Background: an optimization exercise with open tools, aiming at small area. Do not read the settings as production practice. The RTL was checked by simulation tests, not by an equivalence proof against the original design. Power is estimated from default activity; no workload was simulated.

==> design/flow/design.v <==
package motion_pkg;
    typedef struct packed {
        logic [3-1:0] addr;
        logic [32-1:0] data;
    } reg_write_t;
    typedef struct packed {
        logic [1:0] axis;   
        logic       dir;
    } step_cmd_t;
    typedef struct packed {
        logic step;
        logic dir;
    } axis_drive_t;
    typedef struct packed {
        logic [32-1:0] pre_n;
        logic [32-1:0] pulse_n;
        logic [32-1:0] post_n;
    } step_timing_t;
    typedef struct packed {
        logic       invert_dir;
        logic [1:0] axis_sel;
        logic       enable;
    } motor_cfg_t;
    typedef struct packed {
        logic abort_enabled;
        logic abort_polarity;
    } endstop_opt_t;
endpackage
`timescale 1ns/1ps
module reg_bank (
    input  logic                                            clk,
    input  logic                                            rst_n,
    input  logic                                            reg_wr_valid,
    input  motion_pkg::reg_write_t                          reg_wr,
    output motion_pkg::step_timing_t                        timing,
    output logic [4*4-1:0]                     motor_cfg,     
    output logic [2*4-1:0]                   endstop_opt,   
    output logic                                            unlock
);
    always_ff @(posedge clk) begin
        if (!rst_n) begin
            timing      <= '0;
            motor_cfg   <= '0;
            endstop_opt <= '0;
            unlock      <= 1'b0;
        end else begin
            unlock <= 1'b0;   
            if (reg_wr_valid) begin
                case (reg_wr.addr)
                    3'd0: begin
                        timing.pre_n <= reg_wr.data;
                    end
                    3'd1: begin
                        timing.pulse_n <= reg_wr.data;
                    end
                    3'd2: begin
                        timing.post_n <= reg_wr.data;
                    end
                    3'd3: begin
                        motor_cfg <= reg_wr.data[$bits(motor_cfg)-1:0];
                    end
                    3'd4: begin
                        endstop_opt <= reg_wr.data[$bits(endstop_opt)-1:0];
                    end
                    3'd5: begin
                        unlock <= 1'b1;   
                    end
                    default: begin
                    end
                endcase
            end
        end
    end
endmodule
`timescale 1ns/1ps
module step_pulse_gen (
    input  logic                     clk,
    input  logic                     rst_n,
    input  logic                     start,
    input  logic                     start_dir,
    input  motion_pkg::step_timing_t timing,
    input  logic                     abort,
    output logic                     idle,
    output motion_pkg::axis_drive_t  drive
);
    typedef enum logic [1:0] {
        ST_IDLE,
        ST_PRE,
        ST_PULSE,
        ST_POST
    } state_t;
    state_t                    state;
    logic [32-1:0] cnt;
    localparam logic [32-1:0] CNT_ONE = 1;
    function automatic logic [32-1:0] at_least_one(
        input logic [32-1:0] n
    );
        at_least_one = (n == '0) ? CNT_ONE : n;
    endfunction
    assign idle = (state == ST_IDLE) || abort;
    always_ff @(posedge clk) begin
        if (!rst_n) begin
            state <= ST_IDLE;
            cnt   <= '0;
            drive <= '0;
        end else begin
            case (state)
                ST_IDLE: begin
                    if (start && !abort) begin
                        drive.dir <= start_dir;
                        cnt       <= at_least_one(timing.pre_n);
                        state     <= ST_PRE;
                    end
                end
                ST_PRE: begin
                    cnt <= cnt - 1'b1;
                    if (cnt == CNT_ONE) begin
                        drive.step <= 1'b1;
                        cnt        <= at_least_one(timing.pulse_n);
                        state      <= ST_PULSE;
                    end
                end
                ST_PULSE: begin
                    cnt <= cnt - 1'b1;
                    if (cnt == CNT_ONE) begin
                        drive.step <= 1'b0;
                        cnt        <= at_least_one(timing.post_n);
                        state      <= ST_POST;
                    end
                end
                default: begin   
                    cnt <= cnt - 1'b1;
                    if (cnt == CNT_ONE)
                        state <= ST_IDLE;
                end
            endcase
        end
    end
endmodule
`timescale 1ns/1ps
module endstop_guard (
    input  logic                                            clk,
    input  logic                                            rst_n,
    input  logic [4-1:0]                     endstop,
    input  logic [2*4-1:0]                   opt,    
    input  logic                                            unlock,
    output logic [4-1:0]                     endstop_state,
    output logic                                            abort
);
    logic [2-1:0][4-1:0] sync;
    logic [4-1:0]                          hit_vec;
    logic                                                 hit;
    always_ff @(posedge clk) begin
        if (!rst_n) begin
            sync <= '0;
        end else begin
            sync[0] <= endstop;
            for (int s = 1; s < 2; s++)
                sync[s] <= sync[s-1];
        end
    end
    assign endstop_state = sync[2-1];
    always_comb begin
        for (int i = 0; i < 4; i++) begin
            hit_vec[i] = opt[2*i+1] &&
                         (endstop_state[i] == opt[2*i]);
        end
    end
    assign hit = |hit_vec;
    always_ff @(posedge clk) begin
        if (!rst_n)
            abort <= 1'b0;
        else if (hit)
            abort <= 1'b1;
        else if (unlock)
            abort <= 1'b0;
    end
endmodule
`timescale 1ns/1ps
module motor_router (
    input  logic                                         clk,
    input  logic                                         rst_n,
    input  logic [2*3-1:0]                    axis,   
    input  logic [4*4-1:0]                  cfg,    
    output logic [4-1:0]                    motor_step,
    output logic [4-1:0]                    motor_dir,
    output logic [4-1:0]                    motor_enable
);
    always_ff @(posedge clk) begin
        if (!rst_n) begin
            motor_step   <= '0;
            motor_dir    <= '0;
            motor_enable <= '1;   
        end else begin
            for (int m = 0; m < 4; m++) begin
                motor_enable[m] <= ~cfg[4*m];   
                if (cfg[4*m+1 +: 2] < 3) begin
                    motor_step[m] <= axis[2*cfg[4*m+1 +: 2]+1];
                    motor_dir[m]  <= axis[2*cfg[4*m+1 +: 2]] ^ cfg[4*m+3];
                end else begin
                    motor_step[m] <= 1'b0;
                    motor_dir[m]  <= cfg[4*m+3];
                end
            end
        end
    end
endmodule
`timescale 1ns/1ps
module motion_top (
    input  logic                        clk,
    input  logic                        rst_n,
    input  logic                        reg_wr_valid,
    input  motion_pkg::reg_write_t      reg_wr,
    input  logic                        cmd_valid,
    input  motion_pkg::step_cmd_t       cmd,
    output logic                        cmd_ready,
    input  logic [4-1:0] endstop,
    output logic [4-1:0]   motor_step,
    output logic [4-1:0]   motor_dir,
    output logic [4-1:0]   motor_enable,
    output logic [4-1:0] endstop_state,
    output logic                        abort
);
    motion_pkg::step_timing_t                        timing;
    logic [4*4-1:0]                     motor_cfg;     
    logic [2*4-1:0]                   endstop_opt;   
    logic [2*3-1:0]                       axis_drive;    
    logic                                            unlock;
    logic [3-1:0]                         axis_idle;
    logic [3:0]                           ready_sel;
    logic                                            cmd_fire;
    reg_bank u_reg_bank (
        .clk          (clk),
        .rst_n        (rst_n),
        .reg_wr_valid (reg_wr_valid),
        .reg_wr       (reg_wr),
        .timing       (timing),
        .motor_cfg    (motor_cfg),
        .endstop_opt  (endstop_opt),
        .unlock       (unlock)
    );
    assign ready_sel = {1'b1, axis_idle};
    assign cmd_ready = ready_sel[cmd.axis];
    assign cmd_fire  = cmd_valid && cmd_ready;
    for (genvar a = 0; a < 3; a++) begin : g_axis
        step_pulse_gen u_gen (
            .clk       (clk),
            .rst_n     (rst_n),
            .start     (cmd_fire && (cmd.axis == a)),
            .start_dir (cmd.dir),
            .timing    (timing),
            .abort     (abort),
            .idle      (axis_idle[a]),
            .drive     (axis_drive[2*a +: 2])
        );
    end
    endstop_guard u_guard (
        .clk           (clk),
        .rst_n         (rst_n),
        .endstop       (endstop),
        .opt           (endstop_opt),
        .unlock        (unlock),
        .endstop_state (endstop_state),
        .abort         (abort)
    );
    motor_router u_router (
        .clk          (clk),
        .rst_n        (rst_n),
        .axis         (axis_drive),
        .cfg          (motor_cfg),
        .motor_step   (motor_step),
        .motor_dir    (motor_dir),
        .motor_enable (motor_enable)
    );
endmodule
==> design/flow/run.sh <==
#!/bin/bash
# synth_recipe.tcl (not shown) runs the flow's synth.tcl, then flattens the netlist and writes it again
# the make line also repeats each setting of config.mk as NAME=value (left out here)
make -C /OpenROAD-flow-scripts/flow DESIGN_CONFIG=/design/flow/config.mk WORK_HOME=/design/flow/orfs CLKGATE_MAP_FILE= SYNTH_SCRIPT=/design/flow/synth_recipe.tcl finish
==> design/flow/config.mk <==
export PLATFORM = sky130hd
export DESIGN_NAME = motion_top
export DESIGN_NICKNAME = motion_top
export VERILOG_FILES = /design/flow/design.v
export SDC_FILE = /design/flow/constraint.sdc
export NUM_CORES = 4
export LEC_CHECK = 0
export CAP_MARGIN = 20
export CORE_MARGIN = 2
export CORE_UTILIZATION = 40
export SLEW_MARGIN = 20
==> design/flow/constraint.sdc <==
create_clock -name core_clock -period 5.0 [get_ports {clk}]
set_input_delay 1.0000 -clock core_clock [delete_from_list [all_inputs] [get_ports {clk}]]
set_output_delay 1.0000 -clock core_clock [all_outputs]
set_load 0.01 [all_outputs]
==> results.yml, run 1 <==
outcome:
  outcome: "complete, no violations"
die:
  die_w_um: 187
  num_rows: 67
  start_util: 0.402
  core_um2: 33300
  die_h_um: 187
  die_area_um2: 35000
  ios: 64
place:
  dpl.hpwl_um: 34000
  io_buffers: 63
  place_congestion: 0.933
drt:
  viasPerCell: 6.18
  drtPass1Iterations: 5
  drc: 0
  drt_iter0_drc: 1701
  wl_per_cell_um: 22.2
  antenna_left: 0
  num_vias: 14000
  wl_um: 50100
worst_setup_path:
  cp_top_family: "buffers and inverters"
  cp.depth: 7
  startpoint_type: "flip-flop"
  r2r-end: "g_axis[0].u_gen.cnt[8]"
  worstRegToRegCells: 8
  crit_buf_inv: 3
  crit_path_end_kind: "primary output"
  cp_data_required_time_ns: 4.00
  path_cells: "inv_1 > ha_1 > buf_4 > nor2b_1 > a211oi_1 > o21bai_1 > clkdlybuf4s50_1"
  crit_path_max_fanout: 25
  crit_path_start: "g_axis[0].u_gen.state[0]"
  crit_slowest_cell: "clkdlybuf4s50_1"
  cp_data_arrival_time_ns: 2.65
  ff2ff_setup_slack_ns: 1.58
  path_class: "reg2out"
  r2r_start: "g_axis[0].u_gen.cnt[0]"
  cpPeakStageDelay_ns: 0.55
sta:
  post-route-period-util: 0.730
  grt_setup_unrepaired: "false"
  hold_violations: 0
  tightest_slew_ns: 1.02
  slew_headroom: 0.316
  drv_slew: 0
  fin_setup_tns_ns: 0
  period_needed_ns: 3.65
  finClkSkew_ns: 0.0222
  timing.fmax_mhz: 274
  setup_viol: 0
  holdWs_ns: 0.383
synth:
  synth_edf_count: 0
  synth_seq_area_share: 0.374
  synth_fp_nets: 1859
  ys_top_cells_by_area: "dfxtp_1, a21oi_1, nand2_1, o21ai_0, a22oi_1"
  syn-cell-area_um2: 13400
  syn_inst: 1795
  ys_warn_count: 4
  synth-seq-cells: 250
  ys_types: 83
  synth_largest_area_cell: "dfxtp_1"
  synth_top_flop_cell: "dfxtp_1"
  synth_async_sr_flop_share: 0
  synth_top_area_frac: 0.374
  synth.avg_cell_area_um2: 7.46
hold_path:
  hold_class: "reg2reg"
  holdPathEnd: "u_router.motor_enable[0]"
  whs_path_depth: 1
  hold_start: "u_reg_bank.motor_cfg[0]"
final_layout:
  drive_above_1_share: 0.0624
  area_growth_pct: 14.3
  layout_common_cells: "nand2_1, a21oi_1, dfxtp_1, o21ai_0, nor2_1"
  diodes: 0
  final_common_cell: "nand2_1"
  final_nets: 1850
global_route:
  grt.total_usage: 0.275
  grt_pass1_wl_um: 76600
  first_global_vias: 12800
  grt_start_max_net_pins: 106
  grt-ovfl-total: 0
  grt_antenna_before_repair: 2
pwr:
  finalPower_w: 0.00935
  powerDensity_nw_per_um2: 611
  vdd_drop_max_mv: 0.378
  p_leak_nw: 5.07
clock_network:
  ctsHoldBuffers: 0
  cts.sink_count: 250
  ctsRootBufferMaster: "clkbuf_16"
  h-tree-depth: 1
  insertion_delay_ns: 0.57
  cts_tree: "yes"
  cts-resized-gates: 0
  cts.path.max_buffers: 3
  clk_pin_slew_ns: 0.06
  cts_buffers: 30
  post_cts_buffers: 0
run:
  drv_cap: 0
cell families after synthesis:
| group | count (synthesis) | synth area share |
|---|---|---|
| buf+inv | 170 | 0.0545 |
| compound gates | 647 | 0.294 |
| xor+xnor | 15 | 0.00981 |
| fa+ha+maj | 18 | 0.0168 |
| simple gates | 677 | 0.238 |
| flops | 250 | 0.374 |
| mux | 18 | 0.0135 |
worst max path at each step:
stage and end:
4_1_cts cmd_ready, 3_3_place_gp g_axis[2].u_gen.cnt[10], 3_5_place_dp g_axis[2].u_gen.cnt[10], 5_1_grt cmd_ready, 6_report cmd_ready, 2_1_floorplan g_axis[2].u_gen.state[1]
worst register-to-register path: cells and delay by family, from the launching register on:
| kind | cells | cell delay, ns |
|---|---|---|
| and+or+nand+nor | 5 | 1.76 |
| AOI/OAI and AO/OA | 2 | 0.84 |
| DFF | 1 | 0.49 |
| adders and majority gates | 1 | 0.22 |
area by class of cell:
class                   instances  area, µm²
flip-flops and latches        250       5000
clock buffers                  42        866
multi-input cells            1375       7670
well taps                     448        561
fillers                      3365      18000
clock inverters                14        195
inverters                      33        129
repair buffers                 96        877
layer usage:
metal	wire length, µm	GRT usage
met2	22000	0.423
met1	21500	0.385
met3	4710	0.0458
met5	13	0
met4	1850	0.103
per-stage QoR:
| stage | instance area [µm²] | setup WS (ns) | cells | utilization |
|---|---|---|---|---|
| after floorplan | 13400 | 2.28 | 1795 | - |
| after global placement | 14200 | 1.10 | 2201 | 0.428 |
| after detailed placement | 14200 | 1.03 | 2201 | 0.428 |
| after CTS | 15300 | 1.35 | 2257 | 0.459 |
| after global routing | 15300 | 1.20 | 2258 | 0.460 |
| final | 15300 | 1.35 | 2258 | 0.460 |
Yosys cell counts (30+ instances only):
cell type,number
nand2_1,327
a21oi_1,272
dfxtp_1,250
nor2_1,106
o21ai_0,106
clkbuf_1,102
a22oi_1,65
nor3_1,51
nor4_1,49
o22ai_1,32
inv_1,31
o21ai_1,30
state kept, by name, indices dropped and copies added, names as in the netlist:
register,cells
u_reg_bank.timing,96
u_guard.abort,1
g_axis.u_gen.cnt,96
u_router.motor_dir,4
g_axis.u_gen.drive,6
u_reg_bank.motor_cfg,16
u_router.motor_step,4
u_guard.sync,8
u_router.motor_enable,4
u_reg_bank.unlock,1
g_axis.u_gen.state,6
u_reg_bank.endstop_opt,8
report_power, final:
group          switching (W)  leakage (nW)  internal (W)
Sequential          0.000325          2.03       0.00226
Clock               0.000914         0.510       0.00141
Combinational        0.00300          2.53       0.00144
Total                0.00423          5.07       0.00512
==> inputs of run 2 (changes only) <==
==> design/flow/design.v (replaced) <==
package motion_pkg;
    typedef struct packed {
        logic [3-1:0] addr;
        logic [32-1:0] data;
    } reg_write_t;
    typedef struct packed {
        logic [1:0] axis;   
        logic       dir;
    } step_cmd_t;
    typedef struct packed {
        logic step;
        logic dir;
    } axis_drive_t;
    typedef struct packed {
        logic [32-1:0] pre_n;
        logic [32-1:0] pulse_n;
        logic [32-1:0] post_n;
    } step_timing_t;
    typedef struct packed {
        logic       invert_dir;
        logic [1:0] axis_sel;
        logic       enable;
    } motor_cfg_t;
    typedef struct packed {
        logic abort_enabled;
        logic abort_polarity;
    } endstop_opt_t;
endpackage
`timescale 1ns/1ps
module motion_top (
    input  logic                        clk,
    input  logic                        rst_n,
    input  logic                        reg_wr_valid,
    input  motion_pkg::reg_write_t      reg_wr,
    input  logic                        cmd_valid,
    input  motion_pkg::step_cmd_t       cmd,
    output logic                        cmd_ready,
    input  logic [4-1:0] endstop,
    output logic [4-1:0]   motor_step,
    output logic [4-1:0]   motor_dir,
    output logic [4-1:0]   motor_enable,
    output logic [4-1:0] endstop_state,
    output logic                        abort
);
    logic [31:0] wdata;
    logic [31:0] pre_n, pulse_n, post_n;
    logic [15:0] motor_cfg;
    logic [7:0]  endstop_opt;
    logic        unlock;
    logic [7:0]  wsel;
    assign wdata = reg_wr.data & {32{rst_n}};
    always_comb begin
        wsel = '0;
        wsel[reg_wr.addr] = reg_wr_valid;
    end
    always_ff @(posedge clk) begin
        if (!rst_n || wsel[0]) pre_n       <= wdata;
        if (!rst_n || wsel[1]) pulse_n     <= wdata;
        if (!rst_n || wsel[2]) post_n      <= wdata;
        if (!rst_n || wsel[3]) motor_cfg   <= wdata[15:0];
        if (!rst_n || wsel[4]) endstop_opt <= wdata[7:0];
        unlock <= rst_n && wsel[5];
    end
    localparam logic [1:0] ST_IDLE = 2'd0, ST_PRE = 2'd1, ST_PULSE = 2'd2, ST_POST = 2'd3;
    logic [1:0]  state [3];
    logic [31:0] cnt   [3];
    logic [2:0]  ax_dir;
    logic [2:0]  ax_step;
    logic [2:0]  ax_idle;
    for (genvar a = 0; a < 3; a++) begin : g_axis
        logic        done;
        logic        start;
        logic [31:0] dec;
        logic [32:0] z;
        assign done       = ~|cnt[a][31:1];
        assign ax_idle[a] = (state[a] == ST_IDLE);
        assign ax_step[a] = (state[a] == ST_PULSE);
        assign start      = cmd_valid && (cmd.axis == a) && !abort;
        assign z[0] = 1'b1;
        for (genvar i = 0; i < 32; i++) begin : g_dec
            assign z[i+1] = z[i] & ~cnt[a][i];
            assign dec[i] = cnt[a][i] ^ z[i];
        end
        always_ff @(posedge clk) begin
            if (state[a] == ST_IDLE)
                cnt[a] <= pre_n;
            else if (done && state[a] == ST_PRE)
                cnt[a] <= pulse_n;
            else if (done && state[a] == ST_PULSE)
                cnt[a] <= post_n;
            else
                cnt[a] <= dec;
        end
        always_ff @(posedge clk) begin
            if (!rst_n)
                state[a] <= ST_IDLE;
            else if (state[a] == ST_IDLE) begin
                if (start)
                    state[a] <= ST_PRE;
            end else if (done)
                state[a] <= state[a] + 2'd1;
        end
        always_ff @(posedge clk) begin
            if (!rst_n || (start && ax_idle[a]))
                ax_dir[a] <= cmd.dir && rst_n;
        end
    end
    assign cmd_ready = (cmd.axis == 2'd3) || ax_idle[cmd.axis] || abort;
    logic [3:0] sync0, sync1;
    logic [3:0] hit_vec;
    always_ff @(posedge clk) begin
        sync0 <= endstop & {4{rst_n}};
        sync1 <= sync0 & {4{rst_n}};
    end
    assign endstop_state = sync1;
    for (genvar i = 0; i < 4; i++) begin : g_hit
        assign hit_vec[i] = endstop_opt[2*i+1] && (sync1[i] == endstop_opt[2*i]);
    end
    always_ff @(posedge clk) begin
        if (!rst_n)
            abort <= 1'b0;
        else if (|hit_vec)
            abort <= 1'b1;
        else if (unlock)
            abort <= 1'b0;
    end
    logic [3:0] ax_step4, ax_dir4;
    assign ax_step4 = {1'b0, ax_step};
    assign ax_dir4  = {1'b0, ax_dir};
    for (genvar m = 0; m < 4; m++) begin : g_motor
        always_ff @(posedge clk) begin
            motor_enable[m] <= !(rst_n && motor_cfg[4*m]);
            motor_step[m]   <= rst_n && ax_step4[motor_cfg[4*m+1 +: 2]];
            motor_dir[m]    <= rst_n && (ax_dir4[motor_cfg[4*m+1 +: 2]] ^ motor_cfg[4*m+3]);
        end
    end
endmodule
==> results.yml, run 2 <==
outcome:
  outcome: "finished with violations"
  so_faults: "setup timing"
global_route:
  grt.total_usage: 0.213
  grt_start_max_net_pins: 41
  grt-ovfl-total: 0
  first_global_vias: 9030
  grt_antenna_before_repair: 0
  grt_pass1_wl_um: 52000
place:
  place_area_um2: 14500
  place_congestion: 0.800
  dpl.hpwl_um: 22700
  placedCellCount: 1569
  io_buffers: 63
  pre_cts_ws_ns: -0.478
die:
  die_h_um: 179
  die_area_um2: 31900
  core_um2: 29900
  num_rows: 63
  die_w_um: 179
  ios: 64
  start_util: 0.409
worst_setup_path:
  crit_buf_inv: 1
  cp_data_required_time_ns: 5.43
  crit_path_end_kind: "flip-flop"
  cpPeakStageDelay_ns: 0.34
  crit_path_max_fanout: 2
  cp_data_arrival_time_ns: 5.96
  cp_top_family: "adder cells"
  startpoint_type: "flip-flop"
  worst_path_most_repeated_cell: "ha_4"
  cp.depth: 33
  worstRegToRegCells: 33
  crit_slowest_cell: "dfxtp_2"
  path_class: "reg2reg"
sta:
  period_needed_ns: 5.52
  worst_slack_ns: -0.523
  setup_viol: 12
  finClkSkew_ns: 0.0218
  drv_slew: 0
  grt_setup_unrepaired: "true"
  slew_headroom: 0.273
  hold_violations: 0
  tightest_slew_ns: 1.09
  timing.fmax_mhz: 181
  holdWs_ns: 0.407
  post-route-period-util: 1.10
  fin_setup_tns_ns: -3.49
pwr:
  powerDensity_nw_per_um2: 354
  vdd_drop_max_mv: 0.243
  p_seq_frac: 0.467
  p_leak_nw: 5.75
  share_comb_of_total_power: 0.165
  p_int_w: 0.00396
  swShare: 0.274
  clkPwrFrac: 0.368
  p_sw_w: 0.00149
clock_network:
  cts_buffers: 27
  clk_pin_slew_ns: 0.06
  insertion_delay_ns: 0.56
  h-tree-depth: 1
  cts.sink_count: 247
  cts.path.max_buffers: 3
  ctsRootBufferMaster: "clkbuf_16"
  cts_tree: "yes"
synth:
  syn-cell-area_um2: 12200
  synth-seq-cells: 247
  syn_inst: 1154
  synth_edf_count: 123
  ys_top_cells_by_area: "edfxtp_1, dfxtp_1, ha_1, inv_1, a221oi_2"
  synth.avg_cell_area_um2: 10.6
  synth_async_sr_flop_share: 0
  synthTopCellsByCount: "inv_1, dfxtp_1, edfxtp_1"
  synth_fp_nets: 1300
  synthMostInstantiatedCell: "inv_1"
  ys_warn_count: 3
  ys_types: 48
  synth_seq_area_share: 0.506
  synth_top_area_frac: 0.303
  synth_top_flop_cell: "dfxtp_1"
  synth_largest_area_cell: "edfxtp_1"
final_layout:
  final_area_um2: 15400
  drive_above_1_share: 0.187
  regMostFlops: "cnt"
  area_growth_pct: 26.0
  largest_reg_flops: 96
  fin_cells: 1620
  layout_common_cells: "inv_1, edfxtp_1, dfxtp_1, nor2_1, ha_4"
  final_nets: 1355
  final_common_cell: "inv_1"
  diodes: 0
drt:
  drt_iter0_drc: 641
  wl_um: 33200
  num_vias: 8852
  wl_per_cell_um: 20.5
  viasPerCell: 5.46
  drtPass1Iterations: 8
  drc: 0
  antenna_left: 0
hold_path:
  hold_class: "reg2reg"
  whs_path_depth: 1
run:
  drv_cap: 0
## run 2: path summary, 6_finish.rpt
path | startpoint | endpoint | slack (ns)
worst max-delay path | cnt[0][1] | cnt[0][31] | -0.52
worst min-delay path | motor_cfg[8] | motor_enable[2] | 0.41
worst max register to register | cnt[0][1] | cnt[0][31] | -0.52
worst min register to register | motor_cfg[8] | motor_enable[2] | 0.41
## run 2: worst register-to-register path: cells and delay by family (launching register included)
kind	cells	cell delay (ns)
AO/OA/AOI/OAI	1	0.27
XOR/XNOR	1	0.11
adder cells (fa/ha/maj)	30	4.61
buffers and inverters	1	0.04
flip-flops	1	0.34
## run 2: cell type report
cell class,instances,area [µm²]
inverters,135,507
fillers,2601,14500
flip-flops and latches,247,6180
well taps,390,488
clock buffers,35,736
multi-input cells,706,6470
repair buffers,92,843
clock inverters,15,151
## run 2: logic make-up after synthesis
kind of cell,count (synthesis),synth area share
AO/OA/AOI/OAI,196,0.135
XOR/XNOR,12,0.00861
adder cells (fa/ha/maj),100,0.103
buffers and inverters,201,0.0645
flip-flops,247,0.506
multiplexers,41,0.0337
AND/OR/NAND/NOR,357,0.150
## run 2: routing by layer
metal	vias up	routed length, µm	track usage
met2	220	15600	0.358
li1	4241	-	-
met5	-	0	0
met1	4334	15100	0.286
met3	57	1520	0.0282
met4	0	980	0.0650
## run 2: timing repair
item / 4_1_cts / 5_1_grt
hold buffers: 0 / 0
setup endpoints to repair: 13 / 15
pin swaps: 4 / 1
resized for setup: 1 / 0
buffers inserted: 0 / 1
## run 2: stage by stage
step,util,total power [W]
final,0.515,0.00545
after CTS,0.514,0.00549
after floorplan,-,0.00315
after global routing,0.515,0.00569
after global placement,0.484,0.00347
after detailed placement,0.484,0.00348
## run 2: power groups by stage
stage | logic, W | clock network (W) | registers (W)
floorplan | 0.000625 | 0 | 0.00253
detailed placement | 0.000897 | 0 | 0.00258
CTS | 0.000907 | 0.00204 | 0.00254
global placement | 0.000887 | 0 | 0.00258
global route | 0.00100 | 0.00212 | 0.00257
finish | 0.000901 | 0.00201 | 0.00254
==> inputs of run 3 (changes only) <==
--- a/design/flow/design.v
+++ b/design/flow/design.v
@@ -42,8 +42,8 @@
     output logic [4-1:0] endstop_state,
     output logic                        abort
 );
-    logic [31:0] wdata;
-    logic [31:0] pre_n, pulse_n, post_n;
+    logic [32-1:0] wdata;
+    logic [32-1:0] pre_n, pulse_n, post_n;
     logic [15:0] motor_cfg;
     logic [7:0]  endstop_opt;
     logic        unlock;
@@ -63,34 +63,31 @@
     end
     localparam logic [1:0] ST_IDLE = 2'd0, ST_PRE = 2'd1, ST_PULSE = 2'd2, ST_POST = 2'd3;
     logic [1:0]  state [3];
-    logic [31:0] cnt   [3];
+    logic [32-1:0] cnt   [3];
     logic [2:0]  ax_dir;
     logic [2:0]  ax_step;
     logic [2:0]  ax_idle;
     for (genvar a = 0; a < 3; a++) begin : g_axis
         logic        done;
         logic        start;
-        logic [31:0] dec;
+        logic [32-1:0] dec;
         logic [32:0] z;
-        assign done       = ~|cnt[a][31:1];
+        assign done       = ~|cnt[a][32-1:1];
         assign ax_idle[a] = (state[a] == ST_IDLE);
         assign ax_step[a] = (state[a] == ST_PULSE);
         assign start      = cmd_valid && (cmd.axis == a) && !abort;
+        logic s_i, s_a, s_b, s_d;
+        assign s_i = (state[a] == ST_IDLE);
+        assign s_a = done && (state[a] == ST_PRE);
+        assign s_b = done && (state[a] == ST_PULSE);
+        assign s_d = !(s_i || s_a || s_b);
         assign z[0] = 1'b1;
         for (genvar i = 0; i < 32; i++) begin : g_dec
-            assign z[i+1] = z[i] & ~cnt[a][i];
+            assign z[i+1] = ~(|cnt[a][i:0]);
             assign dec[i] = cnt[a][i] ^ z[i];
         end
-        always_ff @(posedge clk) begin
-            if (state[a] == ST_IDLE)
-                cnt[a] <= pre_n;
-            else if (done && state[a] == ST_PRE)
-                cnt[a] <= pulse_n;
-            else if (done && state[a] == ST_PULSE)
-                cnt[a] <= post_n;
-            else
-                cnt[a] <= dec;
-        end
+        always_ff @(posedge clk)
+            cnt[a] <= (pre_n & {32{s_i}}) | (pulse_n & {32{s_a}}) | (post_n & {32{s_b}}) | (dec & {32{s_d}});
         always_ff @(posedge clk) begin
             if (!rst_n)
                 state[a] <= ST_IDLE;
--- a/design/flow/config.mk
+++ b/design/flow/config.mk
@@ -7,5 +7,6 @@
 export LEC_CHECK = 0
 export CAP_MARGIN = 20
 export CORE_MARGIN = 2
-export CORE_UTILIZATION = 40
+export CORE_UTILIZATION = 60
+export CTS_BUF_LIST = sky130_fd_sc_hd__clkbuf_4 sky130_fd_sc_hd__clkbuf_8
 export SLEW_MARGIN = 20
==> results.yml, run 3 <==
sta:
  worst_slack_ns: 1.38
  drv_slew: 0
  hold_violations: 0
  finClkSkew_ns: 0.0304
  period_needed_ns: 3.62
  setup_viol: 0
  tightest_slew_ns: 1.04
  fin_setup_tns_ns: 0
  post-route-period-util: 0.724
  slew_headroom: 0.307
  grt_setup_unrepaired: "false"
  timing.fmax_mhz: 276
clock_network:
  cts_tree: "yes"
  cts.sink_count: 247
  ctsRootBufferMaster: "clkbuf_8"
  cts_buffers: 41
  clk_pin_slew_ns: 0.06
  h-tree-depth: 2
  cts-resized-gates: 0
  insertion_delay_ns: 0.55
  ctsHoldBuffers: 0
  post_cts_buffers: 0
  cts.path.max_buffers: 3
run:
  drv_cap: 0
drt:
  num_vias: 8542
  drtPass1Iterations: 5
  viasPerCell: 6.36
  antenna_left: 0
  drt_iter0_drc: 860
  drc: 0
  wl_um: 29300
  wl_per_cell_um: 21.8
place:
  io_buffers: 63
  place_congestion: 0.824
  pre_cts_ws_ns: 1.40
  dpl.hpwl_um: 18000
pwr:
  p_int_w: 0.00352
  powerDensity_nw_per_um2: 367
  p_sw_w: 0.00121
  swShare: 0.255
  vdd_drop_max_mv: 0.227
  clkPwrFrac: 0.367
  p_leak_nw: 4.50
  p_seq_frac: 0.529
  finalPower_w: 0.00473
  share_comb_of_total_power: 0.103
synth:
  synth.avg_cell_area_um2: 11.0
  synth_largest_area_cell: "edfxtp_1"
  synth_seq_area_share: 0.549
  ys_top_cells_by_area: "edfxtp_1, dfxtp_1, a22oi_1, o221ai_1, xnor2_1"
  synthMostInstantiatedCell: "dfxtp_1"
  synth-seq-cells: 247
  synth_top_flop_cell: "dfxtp_1"
  synth_top_area_frac: 0.329
  synthTopCellsByCount: "dfxtp_1, edfxtp_1, nand2_1"
  synth_async_sr_flop_share: 0
  synth_edf_count: 123
  syn-cell-area_um2: 11200
  syn_inst: 1021
  ys_types: 51
  ys_warn_count: 3
  synth_fp_nets: 1092
final_layout:
  area_growth_pct: 14.6
  drive_above_1_share: 0.103
  regMostFlops: "cnt"
  final_common_cell: "dfxtp_1"
  seq_area_um2: 6180
  multi_input_area_um2: 4710
  final_core_util: 0.696
  diodes: 0
  largest_reg_flops: 96
  final_nets: 1148
  layout_common_cells: "dfxtp_1, edfxtp_1, nand2_1, a22oi_1, o221ai_1"
  nFillCells: 1449
die:
  die_w_um: 141
  num_rows: 50
  core_um2: 18500
  die_area_um2: 19800
  ios: 64
  die_h_um: 141
  start_util: 0.607
hold_path:
  hold_class: "reg2reg"
  hold_start: "motor_cfg[4]"
  whs_path_depth: 1
  holdPathEnd: "motor_enable[1]"
worst_setup_path:
  path_cells: "clkdlybuf4s50_1 > nor2b_1 > a211oi_1 > a21oi_1 > or2_2 > clkdlybuf4s50_1"
  cp_data_arrival_time_ns: 2.62
  path_class: "in2out"
  cpPeakStageDelay_ns: 0.53
  worstRegToRegCells: 6
  ff2ff_setup_slack_ns: 1.53
  r2r_start: "cnt[0][16]"
  crit_path_max_fanout: 5
  startpoint_type: "primary input"
  r2r-end: "cnt[0][29]"
  worst_path_most_repeated_cell: "clkdlybuf4s50_1"
  crit_slowest_cell: "clkdlybuf4s50_1"
  cp_data_required_time_ns: 4.00
  crit_path_end_kind: "primary output"
  crit_path_start: "cmd[2]"
global_route:
  grt-ovfl-total: 0
  grt_use_met1: 0.422
  first_global_vias: 8398
  use_met2: 0.467
  grt_antenna_before_repair: 0
  grt.total_usage: 0.300
  grt_use_met3: 0.0625
  grt_start_max_net_pins: 44
  grt.busiest_layer: "met2"
  grt_pass1_wl_um: 46000
outcome:
  outcome: "complete, no violations"
## run 3: changes by cell type in the layout (fill, tap and decap cells not counted), sizes merged, moves of 32 or more
cell,previous run,this run
a221oi,63,0
xnor2,11,58
nand2b,33,1
nor2b,35,2
nand2,78,115
o221ai,0,68
a22oi,0,91
nor2,108,35
o21ai,69,17
inv,135,31
ha,100,25
## run 3: metal layers
| layer | routed length, µm | part of all wire |
|---|---|---|
| met5 | 0 | 0 |
| met4 | 706 | 0.024 |
| met3 | 2230 | 0.076 |
| met2 | 13300 | 0.45 |
| met1 | 13100 | 0.45 |
## run 3: final cells by class
type	instances	area share
clock inverter	16	0.00592
tap	234	0.0227
multi-input combinational	673	0.366
timing repair buffer	83	0.0602
clock buffer	60	0.0573
sequential	247	0.479
inverter	31	0.00903
## run 3: cell families after synthesis
group,after synthesis,synth area share
XOR/XNOR,70,0.0545
buffers and inverters,101,0.0371
AO/OA/AOI/OAI,243,0.173
adder cells (fa/ha/maj),25,0.0278
flip-flops,247,0.549
multiplexers,10,0.00890
AND/OR/NAND/NOR,325,0.149
## run 3: power by group through the flow
| stage | clock network (W) | logic, W | registers, W |
|---|---|---|---|
| 2_1_floorplan | 0 | 0.000327 | 0.00250 |
| 6_report | 0.00174 | 0.000490 | 0.00250 |
| 4_1_cts | 0.00177 | 0.000489 | 0.00250 |
| 3_5_place_dp | 0 | 0.000485 | 0.00254 |
| 5_1_grt | 0.00186 | 0.000542 | 0.00252 |
| 3_3_place_gp | 0 | 0.000477 | 0.00253 |
## run 3: worst max-delay path by stage
stage / endpoint / cells after the start
floorplan: pre_n[0] / 5
global placement: cmd_ready / 6
detailed placement: cmd_ready / 6
CTS: cmd_ready / 6
global route: cmd_ready / 6
finish: cmd_ready / 6
## run 3: worst max-delay path: cells and delay by family
kind            cells  cell delay (ns)
buf+inv             2             1.01
simple gates        2             0.33
compound gates      2             0.28
## run 3: per-stage QoR
stage	cell area (µm²)	hold WS, ns	instances
2_1_floorplan	11200	0.391	1021
3_3_place_gp	12100	0.401	1268
3_5_place_dp	12100	0.405	1268
4_1_cts	12900	0.413	1344
5_1_grt	12900	0.414	1344
6_report	12900	0.407	1344
==> inputs of run 4 (changes only) <==
--- a/design/flow/config.mk
+++ b/design/flow/config.mk
@@ -7,6 +7,5 @@
 export LEC_CHECK = 0
 export CAP_MARGIN = 20
 export CORE_MARGIN = 2
-export CORE_UTILIZATION = 60
-export CTS_BUF_LIST = sky130_fd_sc_hd__clkbuf_4 sky130_fd_sc_hd__clkbuf_8
+export CORE_UTILIZATION = 40
 export SLEW_MARGIN = 20
==> results.yml, run 4 <==
place:
  place_area_um2: 12300
  io_buffers: 63
  placedCellCount: 1412
  dpl.hpwl_um: 18800
  place_congestion: 0.798
worst_setup_path:
  cpPeakStageDelay_ns: 0.89
  path_class: "reg2reg"
  path_cells: "or4_1 > or3_1 > or4_4 > o21bai_4 > o221ai_1"
  crit_path_max_fanout: 35
  cp_top_family: "simple AND/OR/NAND/NOR gates"
  crit_path_end_kind: "flip-flop"
  cp_data_required_time_ns: 5.36
  crit_slowest_cell: "o21bai_4"
  cp_data_arrival_time_ns: 4.13
  crit_buf_inv: 0
  startpoint_type: "flip-flop"
global_route:
  grt.total_usage: 0.200
  grt_antenna_before_repair: 0
  grt-ovfl-total: 0
  first_global_vias: 8062
  grt.busiest_layer: "met2"
  grt_pass1_wl_um: 45900
  grt_use_met1: 0.282
  grt_start_max_net_pins: 45
  grt_use_met3: 0.0267
  use_met2: 0.328
final_layout:
  drive_above_1_share: 0.0804
  area_growth_pct: 17.0
  final_common_cell: "dfxtp_1"
  nFillCells: 2482
  regMostFlops: "cnt"
  multi_input_area_um2: 4710
  seq_area_um2: 6180
  layout_common_cells: "dfxtp_1, edfxtp_1, nand2_1, a22oi_1, o221ai_1"
  fin_cells: 1461
  final_core_util: 0.475
  final_area_um2: 13200
  largest_reg_flops: 96
  final_nets: 1133
drt:
  viasPerCell: 5.68
  antenna_left: 0
  num_vias: 8296
  drtPass1Iterations: 5
  wl_per_cell_um: 20.0
  drc: 0
  wl_um: 29200
  drt_iter0_drc: 690
outcome:
  outcome: "complete, no violations"
synth:
  syn_inst: 1021
  synth_top_family_by_area: "compound AO/OA/AOI/OAI gates"
  ys_types: 51
  synth_largest_area_cell: "edfxtp_1"
  syn-cell-area_um2: 11200
  synth_edf_count: 123
  synth_top_area_frac: 0.329
  ys_warn_count: 3
  synthMuxAreaShare: 0.00890
  synth_seq_area_share: 0.549
  synth-simple-area-share: 0.149
  ys_top_cells_by_area: "edfxtp_1, dfxtp_1, a22oi_1, o221ai_1, xnor2_1"
  synth_xor_area_frac: 0.0545
  synth_fp_nets: 1092
  synthAdderAreaFrac: 0.0278
  synth.avg_cell_area_um2: 11.0
  synth_top_flop_cell: "dfxtp_1"
  synthTopCellsByCount: "dfxtp_1, edfxtp_1, nand2_1"
  synth-seq-cells: 247
  synth_compound_area_frac: 0.173
  synthMostInstantiatedCell: "dfxtp_1"
  synth_async_sr_flop_share: 0
sta:
  finClkSkew_ns: 0.00929
  slew_headroom: 0.330
  post-route-period-util: 0.755
  drv_slew: 0
  period_needed_ns: 3.77
  hold_violations: 0
  tightest_slew_ns: 1.00
  timing.fmax_mhz: 265
  fin_setup_tns_ns: 0
  grt_setup_unrepaired: "false"
  setup_viol: 0
clock_network:
  ctsHoldBuffers: 0
  clk_pin_slew_ns: 0.06
  cts.path.max_buffers: 3
  h-tree-depth: 1
  cts-resized-gates: 0
  post_cts_buffers: 0
  insertion_delay_ns: 0.53
  cts.sink_count: 247
  cts_tree: "yes"
  ctsRootBufferMaster: "clkbuf_16"
  cts_buffers: 26
die:
  start_util: 0.406
  num_rows: 61
  ios: 64
  core_um2: 27700
  die_h_um: 172
  die_area_um2: 29500
  die_w_um: 172
pwr:
  powerDensity_nw_per_um2: 379
  finalPower_w: 0.00498
  p_leak_nw: 4.50
  vdd_drop_max_mv: 0.176
run:
  drv_cap: 0
hold_path:
  hold_class: "reg2reg"
==> run 4: cell counts after synthesis <==
Identical to the previous run, type by type.
==> run 4: path summary, 6_finish.rpt <==
path	start	to	slack (ns)	depth (start not counted)
worst max-delay path	cnt[2][15]	cnt[2][13]	1.23	5
worst min-delay path	motor_cfg[4]	motor_enable[1]	0.41	1
worst max register to register	cnt[2][15]	cnt[2][13]	1.23	5
worst min register to register	motor_cfg[4]	motor_enable[1]	0.41	1
==> run 4: stage by stage <==
| stage | hold WS [ns] | worst slack [ns] |
|---|---|---|
| CTS | 0.404 | 1.27 |
| global route | 0.427 | 1.09 |
| finish | 0.405 | 1.23 |
| detailed placement | 0.395 | 1.28 |
| global placement | 0.398 | 1.33 |
| floorplan | 0.391 | 0.522 |
==> run 4: area by class of cell <==
cell class	instances	share of cell area
tap	378	0.0359
multi-input combinational	673	0.358
clock inverter	13	0.00932
sequential	247	0.469
antenna	1	0.000190
inverter	31	0.00884
clock buffer	35	0.0592
timing repair buffer	83	0.0590
==> run 4: kinds of logic (layout without fill, tap and decap cells) <==
logic type,Yosys count,after routing
buf+inv,101,162
compound gates,243,243
flops,247,247
mux,10,10
simple gates,325,325
fa+ha+maj,25,25
other cells,0,1
xor+xnor,70,70
==> run 4: layer usage <==
| layer | vias to the layer above | wire [µm] |
|---|---|---|
| met2 | 285 | 13700 |
| met1 | 4005 | 13200 |
| met4 | 0 | 430 |
| met5 | - | 0 |
| li1 | 3968 | - |
| met3 | 38 | 1820 |
==> run 4: report_power, final <==
part	switching [W]	internal, W	total, W
registers	0.000164	0.00234	0.00250
clock network	0.000804	0.00120	0.00200
logic	0.000248	0.000235	0.000483
total	0.00122	0.00377	0.00498
==> inputs of run 5 (changes only) <==
==> design/flow/flow/run.sh (new file) <==
#!/bin/bash
# Own layout flow: the standard ORFS flow with
#  - synthesis identical to synth_recipe.tcl except that ABC maps the
#    combinational logic with an area-oriented script (flow/abc_area.script);
#    registers are untouched by ABC, so they keep the standard names and cells
#  - port buffers of the smallest buffer cell
#  - clock tree built from small clock buffers, without dummy loads
set -euo pipefail
W=$PWD
cat > "$W/area_synth.tcl" <<EOS
proc abc {args} {
  set i [lsearch -exact \$args -script]
  if {\$i >= 0} { lset args [expr {\$i+1}] $W/flow/abc_area.script }
  yosys abc {*}\$args
}
source $W/synth_recipe.tcl
EOS
make -C "$FLOW_HOME" DESIGN_CONFIG="$W/config.mk" WORK_HOME="$W/orfs" CLKGATE_MAP_FILE= \
  SYNTH_SCRIPT="$W/area_synth.tcl" synth > "$W/synth.log" 2>&1
export BUFFER_PORTS_ARGS="-buffer_cell sky130_fd_sc_hd__buf_1"
export CTS_ARGS="-sink_clustering_enable -repair_clock_nets -dont_use_dummy_load -sink_clustering_size 16 -sink_clustering_max_diameter 60 -buf_list {sky130_fd_sc_hd__clkbuf_8}"
bash "$W/standard.sh" > "$W/layout.log" 2>&1
==> design/flow/flow/abc_area.script (new file) <==
&get -n
&st
&syn2
&dch -f
&nf -R 1000 -F 8 -A 4 -a
&put
mfs3 -a
==> design/flow/standard.sh (new file) <==
#!/bin/bash
# synth_recipe.tcl (not shown) runs the flow's synth.tcl, then flattens the netlist and writes it again
# the make line also repeats each setting of config.mk as NAME=value (left out here)
make -C /OpenROAD-flow-scripts/flow DESIGN_CONFIG=/design/flow/config.mk WORK_HOME=/design/flow/orfs CLKGATE_MAP_FILE= SYNTH_SCRIPT=/design/flow/synth_recipe.tcl "${@:-finish}"
--- a/design/flow/config.mk
+++ b/design/flow/config.mk
@@ -7,5 +7,6 @@
 export LEC_CHECK = 0
 export CAP_MARGIN = 20
 export CORE_MARGIN = 2
-export CORE_UTILIZATION = 40
+export CORE_UTILIZATION = 65
+export PLACE_DENSITY = 0.75
 export SLEW_MARGIN = 20
removed: design/flow/run.sh
==> results.yml, run 5 <==
outcome:
  outcome: "complete, no violations"
drt:
  wl_per_cell_um: 21.9
  viasPerCell: 6.70
  drc: 0
  drtPass1Iterations: 10
  antenna_left: 0
  drt_iter0_drc: 1174
  num_vias: 7848
  wl_um: 25700
worst_setup_path:
  path_class: "reg2reg"
  crit_path_end_kind: "flip-flop"
  cp_data_arrival_time_ns: 3.90
  cp_data_required_time_ns: 5.37
  crit_path_max_fanout: 33
  ff2ff_setup_slack_ns: 1.48
  startpoint_type: "flip-flop"
final_layout:
  nFillCells: 1097
  layout_common_cells: "dfxtp_1, edfxtp_1, o21ai_0, a222oi_1, buf_1"
  diodes: 0
  final_common_cell: "dfxtp_1"
  drive_above_1_share: 0.0437
  final_nets: 1034
  area_growth_pct: 9.03
  largest_reg_flops: 96
  regMostFlops: "cnt"
synth:
  synth_top_area_frac: 0.362
  synth-seq-cells: 247
  synthMostInstantiatedCell: "dfxtp_1"
  synth_largest_area_cell: "edfxtp_1"
  ys_top_cells_by_area: "edfxtp_1, dfxtp_1, a222oi_1, o21ai_0, xnor2_1"
  synthTopCellsByCount: "dfxtp_1, edfxtp_1, o21ai_0"
  ys_types: 35
  synth_top_flop_cell: "dfxtp_1"
  syn_inst: 863
  syn-cell-area_um2: 10200
  synth_async_sr_flop_share: 0
  synth_fp_nets: 934
  ys_warn_count: 3
  synth.avg_cell_area_um2: 11.8
  synth_edf_count: 123
  synth_seq_area_share: 0.605
run:
  drv_cap: 0
sta:
  hold_violations: 0
  timing.fmax_mhz: 284
  post-route-period-util: 0.705
  fin_setup_tns_ns: 0
  slew_headroom: 0.310
  setup_viol: 0
  period_needed_ns: 3.52
  tightest_slew_ns: 1.03
  finClkSkew_ns: 0.0298
  holdWs_ns: 0.420
  grt_setup_unrepaired: "false"
  drv_slew: 0
clock_network:
  clk_pin_slew_ns: 0.10
  ctsRootBufferMaster: "clkbuf_8"
  cts_tree: "yes"
  cts.sink_count: 247
  cts.path.max_buffers: 3
  cts-resized-gates: 0
  post_cts_buffers: 0
  ctsHoldBuffers: 0
  insertion_delay_ns: 0.53
  h-tree-depth: 1
  cts_buffers: 19
pwr:
  p_sw_w: 0.00105
  vdd_drop_max_mv: 0.275
  clkPwrFrac: 0.234
  p_int_w: 0.00293
  p_seq_frac: 0.640
  p_leak_nw: 3.67
  finalPower_w: 0.00398
  share_comb_of_total_power: 0.126
  powerDensity_nw_per_um2: 357
  swShare: 0.265
global_route:
  first_global_vias: 7616
  grt.total_usage: 0.303
  grt_antenna_before_repair: 0
  grt_start_max_net_pins: 38
  grt_pass1_wl_um: 39300
  grt-ovfl-total: 0
die:
  die_h_um: 129
  die_w_um: 129
  die_area_um2: 16700
  core_um2: 15300
  num_rows: 45
  ios: 64
  start_util: 0.669
place:
  place_congestion: 0.893
  dpl.hpwl_um: 16700
  io_buffers: 63
hold_path:
  hold_class: "reg2reg"
## run 5: cell types whose count changed after synthesis, sizes merged, moves of 31 or more
cell	delta
clkbuf	-57
clkinv	+37
a222oi	+79
o21ai	+102
nand2	-76
o221ai	-68
a22oi	-89
inv	-31
a21oi	+37
## run 5: routing by layer
layer / up-vias / global-route usage / share of wire
li1: 3573 / - / -
met1: 3761 / 0.415 / 0.40
met2: 445 / 0.502 / 0.48
met3: 69 / 0.0442 / 0.092
met4: 0 / 0.104 / 0.025
met5: - / 0 / 0
## run 5: layout make-up
type	instances	area (µm²)	area share
clock buffers	19	262	0.0235
inverters	37	139	0.0125
multi-input cells	579	3940	0.353
flip-flops and latches	247	6180	0.555
well taps	211	264	0.0237
repair buffers	79	358	0.0321
## run 5: logic make-up (layout without fill, tap and decap cells)
kind of cell               Yosys count  in the layout  synth area share
muxes                                4              4           0.00392
adders and majority gates           25             25            0.0306
DFF                                247            247             0.605
and+or+nand+nor                    212            212             0.110
xor gates and xnor gates            56             56            0.0480
buffers and inverters               37            135            0.0136
AOI/OAI and AO/OA                  282            282             0.189
## run 5: path summary, 6_finish.rpt
check,start,to,depth (start not counted)
worst min register to register,motor_cfg[4],motor_enable[1],1
worst min-delay path,motor_cfg[4],motor_enable[1],1
worst max register to register,cnt[0][17],cnt[0][20],8
worst max-delay path,cnt[0][17],cnt[0][20],8
## run 5: power by group through the flow
stage / Combinational, W / Sequential, W / Clock (W)
final: 0.000502 / 0.00254 / 0.000932
after global routing: 0.000558 / 0.00257 / 0.00102
after CTS: 0.000497 / 0.00254 / 0.000947
after detailed placement: 0.000492 / 0.00258 / 0
after global placement: 0.000469 / 0.00256 / 0
after floorplan: 0.000332 / 0.00254 / 0
## run 5: per-stage QoR
stage / area, µm² / util / setup slack (ns) / instances
after floorplan: 10200 / - / 0.658 / 863
after global placement: 10900 / 0.712 / 1.76 / 1153
after detailed placement: 10900 / 0.712 / 1.59 / 1153
after CTS: 11100 / 0.729 / 1.56 / 1172
after global routing: 11100 / 0.730 / 1.16 / 1172
final: 11100 / 0.730 / 1.48 / 1172
## run 5: worst max-delay path, stage by stage, from the launching register on
cell     delay, ns
dfxtp_1       0.36
nor4_1        0.63
nand4_1       0.22
nor3_1        0.53
and2_0        0.20
buf_4         0.43
or3_1         0.54
buf_4         0.31
o21ai_0       0.15

-- separate check: timing with driven ports --
The flow's constraints put no driver on any port. The routed layouts listed below were extracted and timed again, unchanged, in two steps. Step 1 sets driving cells, clkbuf_16 on the clock port and buf_2 on the other inputs (assumed; they add their load-dependent delay and slew). Step 2 times the ports against the registers' clock, not the clock port: input delays grow and output delays shrink by t, the midpoint of the rising clock arrivals with the driver on. a / b / c = ideal ports / drivers / drivers and shift; a / b = the first two.
run	t (ns)	setup slack, ns	slew at the worst register clock pin (ns)	worst data-port slew with drivers (ns)	pins driven straight from the clock port
run 1	0.615	1.349 / 1.298 / 1.175	0.06 / 0.06	0.06	1
run 2	0.596	-0.523 / -0.523 / -0.523	0.06 / 0.06	0.06	1
run 3	0.580	1.381 / 1.360 / 1.360	0.07 / 0.07	0.04	1
run 4	0.566	1.226 / 1.226 / 1.226	0.07 / 0.07	0.05	1
run 5	0.554	1.475 / 1.475 / 1.475	0.11 / 0.11	0.03	1
For run 1, which loses most, drivers alone change the setup slack by -0.051 ns; drivers and shift together by -0.174 ns.
